Background: an optimization exercise with open tools, aiming at small area. Do not read the settings as production practice.
In this exercise RTL edits were held to simulation tests only and were not proved equivalent to the original.
Power and IR drop assume default switching activity.

onyx:
Design m_branch_target_buffer, start of the top module:
module m_branch_target_buffer #(
    parameter int unsigned IDX_W    = 6,
    parameter int unsigned TAG_W    = 8,
    parameter logic [1:0]  CNT_INIT = 2'b10
) (
    input  logic        clk,
    input  logic        rst,
    input  logic        ce,
    input  logic        lookup_en,
    input  logic [31:0] lookup_pc,
    output logic        pred_hit,
    output logic        pred_taken,
    output logic [31:0] pred_target,
    input  logic        upd_en,
    input  logic [31:0] upd_pc,
    input  logic        upd_taken,
    input  logic [31:0] upd_target,
    input  logic        upd_mispredict,
    output logic [31:0] hit_cnt,
    output logic [31:0] mispredict_cnt
);
For scale: about 6,900 cells after synthesis, about 2,900 flip-flops, ~200 I/O pins.
clock: 5.0 ns
lec_check: 0
cap_margin: 20
core_margin: 2
core_utilization: 40
gpl_timing_driven: 0
place_density: 0.6
setup_slack_margin: 0.6
slew_margin: 20
standard.sh (not shown) runs the stock make flow with config.mk's settings and CLKGATE_MAP_FILE= SYNTH_SCRIPT=/design/flow/synth_recipe.tcl, a recipe that flattens the netlist after the stock synthesis.
==> flow/flow/run.sh <==
#!/bin/bash
# Own layout flow: the standard flow (standard.sh) run stage by stage, with
#  - the standard synthesis unchanged;
#  - the large buffers kept out of placement's design repair (slew and capacitance then get
#    small buffers); timing repair after clock tree synthesis may use any cell;
#  - clock tree: clkbuf_8 sink buffers on clusters of up to 14 flip-flops, no dummy loads.
# Variables go on make's command line (ORFS drops environment variables in its sub-makes).
# Each stage's full make output goes to its own log file in the work folder.
set -euo pipefail

PLAT="sky130_fd_sc_hd__probe_p_8 sky130_fd_sc_hd__probec_p_8 sky130_fd_sc_hd__lpflow_bleeder_1 sky130_fd_sc_hd__lpflow_clkbufkapwr_1 sky130_fd_sc_hd__lpflow_clkbufkapwr_16 sky130_fd_sc_hd__lpflow_clkbufkapwr_2 sky130_fd_sc_hd__lpflow_clkbufkapwr_4 sky130_fd_sc_hd__lpflow_clkbufkapwr_8 sky130_fd_sc_hd__lpflow_clkinvkapwr_1 sky130_fd_sc_hd__lpflow_clkinvkapwr_16 sky130_fd_sc_hd__lpflow_clkinvkapwr_2 sky130_fd_sc_hd__lpflow_clkinvkapwr_4 sky130_fd_sc_hd__lpflow_clkinvkapwr_8 sky130_fd_sc_hd__lpflow_decapkapwr_12 sky130_fd_sc_hd__lpflow_decapkapwr_3 sky130_fd_sc_hd__lpflow_decapkapwr_4 sky130_fd_sc_hd__lpflow_decapkapwr_6 sky130_fd_sc_hd__lpflow_decapkapwr_8 sky130_fd_sc_hd__lpflow_inputiso0n_1 sky130_fd_sc_hd__lpflow_inputiso0p_1 sky130_fd_sc_hd__lpflow_inputiso1n_1 sky130_fd_sc_hd__lpflow_inputiso1p_1 sky130_fd_sc_hd__lpflow_inputisolatch_1 sky130_fd_sc_hd__lpflow_isobufsrc_1 sky130_fd_sc_hd__lpflow_isobufsrc_16 sky130_fd_sc_hd__lpflow_isobufsrc_2 sky130_fd_sc_hd__lpflow_isobufsrc_4 sky130_fd_sc_hd__lpflow_isobufsrc_8 sky130_fd_sc_hd__lpflow_isobufsrckapwr_16 sky130_fd_sc_hd__lpflow_lsbuf_lh_hl_isowell_tap_1 sky130_fd_sc_hd__lpflow_lsbuf_lh_hl_isowell_tap_2 sky130_fd_sc_hd__lpflow_lsbuf_lh_hl_isowell_tap_4 sky130_fd_sc_hd__lpflow_lsbuf_lh_isowell_4 sky130_fd_sc_hd__lpflow_lsbuf_lh_isowell_tap_1 sky130_fd_sc_hd__lpflow_lsbuf_lh_isowell_tap_2 sky130_fd_sc_hd__lpflow_lsbuf_lh_isowell_tap_4"
BIG="sky130_fd_sc_hd__buf_6 sky130_fd_sc_hd__buf_8 sky130_fd_sc_hd__buf_12 sky130_fd_sc_hd__buf_16 sky130_fd_sc_hd__bufbuf_8 sky130_fd_sc_hd__bufbuf_16 sky130_fd_sc_hd__bufinv_8 sky130_fd_sc_hd__bufinv_16 sky130_fd_sc_hd__clkbuf_8 sky130_fd_sc_hd__clkdlybuf4s50_1 sky130_fd_sc_hd__clkdlybuf4s50_2 sky130_fd_sc_hd__clkdlybuf4s25_1 sky130_fd_sc_hd__clkdlybuf4s25_2 sky130_fd_sc_hd__clkdlybuf4s15_1 sky130_fd_sc_hd__clkdlybuf4s15_2 sky130_fd_sc_hd__clkdlybuf4s18_1 sky130_fd_sc_hd__clkdlybuf4s18_2"
CLK16="sky130_fd_sc_hd__clkbuf_16"
CTS="-sink_clustering_enable -repair_clock_nets -dont_use_dummy_load -sink_clustering_size 14 -sink_clustering_max_diameter 50 -buf_list sky130_fd_sc_hd__clkbuf_8 -root_buf $CLK16 -sink_clustering_buffer sky130_fd_sc_hd__clkbuf_8"

bash standard.sh synth > log_synth.txt 2>&1
bash standard.sh floorplan "DONT_USE_CELLS=$PLAT $BIG $CLK16" REMOVE_ABC_BUFFERS=1 > log_floorplan.txt 2>&1
bash standard.sh place "DONT_USE_CELLS=$PLAT $BIG $CLK16" > log_place.txt 2>&1
bash standard.sh cts "DONT_USE_CELLS=$PLAT" "CTS_ARGS=$CTS" > log_cts.txt 2>&1
bash standard.sh finish "DONT_USE_CELLS=$PLAT" > log_finish.txt 2>&1
onyx finished every stage and its layout cleared the timing, DRC and antenna checks.
The following lists how quartz was set up differently from onyx:
--- a/flow/flow/run.sh
+++ b/flow/flow/run.sh
@@ -5,3 +5,3 @@
 #    small buffers); timing repair after clock tree synthesis may use any cell;
-#  - clock tree: clkbuf_8 sink buffers on clusters of up to 14 flip-flops, no dummy loads.
+#  - clock tree: larger sink clusters and no dummy loads.
 # Variables go on make's command line (ORFS drops environment variables in its sub-makes).
@@ -13,3 +13,3 @@
 CLK16="sky130_fd_sc_hd__clkbuf_16"
-CTS="-sink_clustering_enable -repair_clock_nets -dont_use_dummy_load -sink_clustering_size 14 -sink_clustering_max_diameter 50 -buf_list sky130_fd_sc_hd__clkbuf_8 -root_buf $CLK16 -sink_clustering_buffer sky130_fd_sc_hd__clkbuf_8"
+CTS="-sink_clustering_enable -repair_clock_nets -dont_use_dummy_load -sink_clustering_size 20 -sink_clustering_max_diameter 60 -buf_list $CLK16"
 
## What came out
quartz has completed all stages; timing, DRC and antenna checks passed. [quartz vs onyx] critical path data required time: lower in quartz. Final-layout clock buffer total (onyx / quartz): 1.5. Of quartz and onyx, it is quartz that has the lower critical path depth in cells. Final design utilization: quartz vs onyx — no meaningful difference. The estimated power of quartz ends up higher than the estimate for onyx. ~same share of power burned in combinational logic in quartz and onyx. quartz against onyx: first-pass GRT wire length went down 3.1 mm; final setup slack of the worst path has decreased; routed wire length per instance has increased.

-- what the ideal ports hide --
The results above use ideal ports. As a check the final layouts listed here were re-extracted and re-timed, cells and wires unchanged. Step 1 assumes that a clkbuf_16 drives the clock port and a buf_2 every other input. Step 2 also shifts input and output timing later by t, the mid clock arrival at the registers, as if the neighbouring blocks saw the same clock. Slacks: ideal ports / drivers / drivers and shift; pairs: ideal ports / drivers.
run	t (ns)	slack for setup (ns)	hold WS [ns]	slew at the worst register clock pin (ns)	cell pins on the clock port's net
onyx	0.981	0.285 / 0.343 / -0.638	0.155 / 0.069 / 0.484	0.11 / 0.11	1
quartz	0.964	0.281 / 0.332 / -0.632	0.167 / 0.082 / 0.483	0.09 / 0.09	1
With both steps, setup timing fails in onyx and quartz, where it was met with ideal ports. For onyx, which loses most, drivers alone change the setup slack by +0.058 ns; drivers and shift together by -0.923 ns.
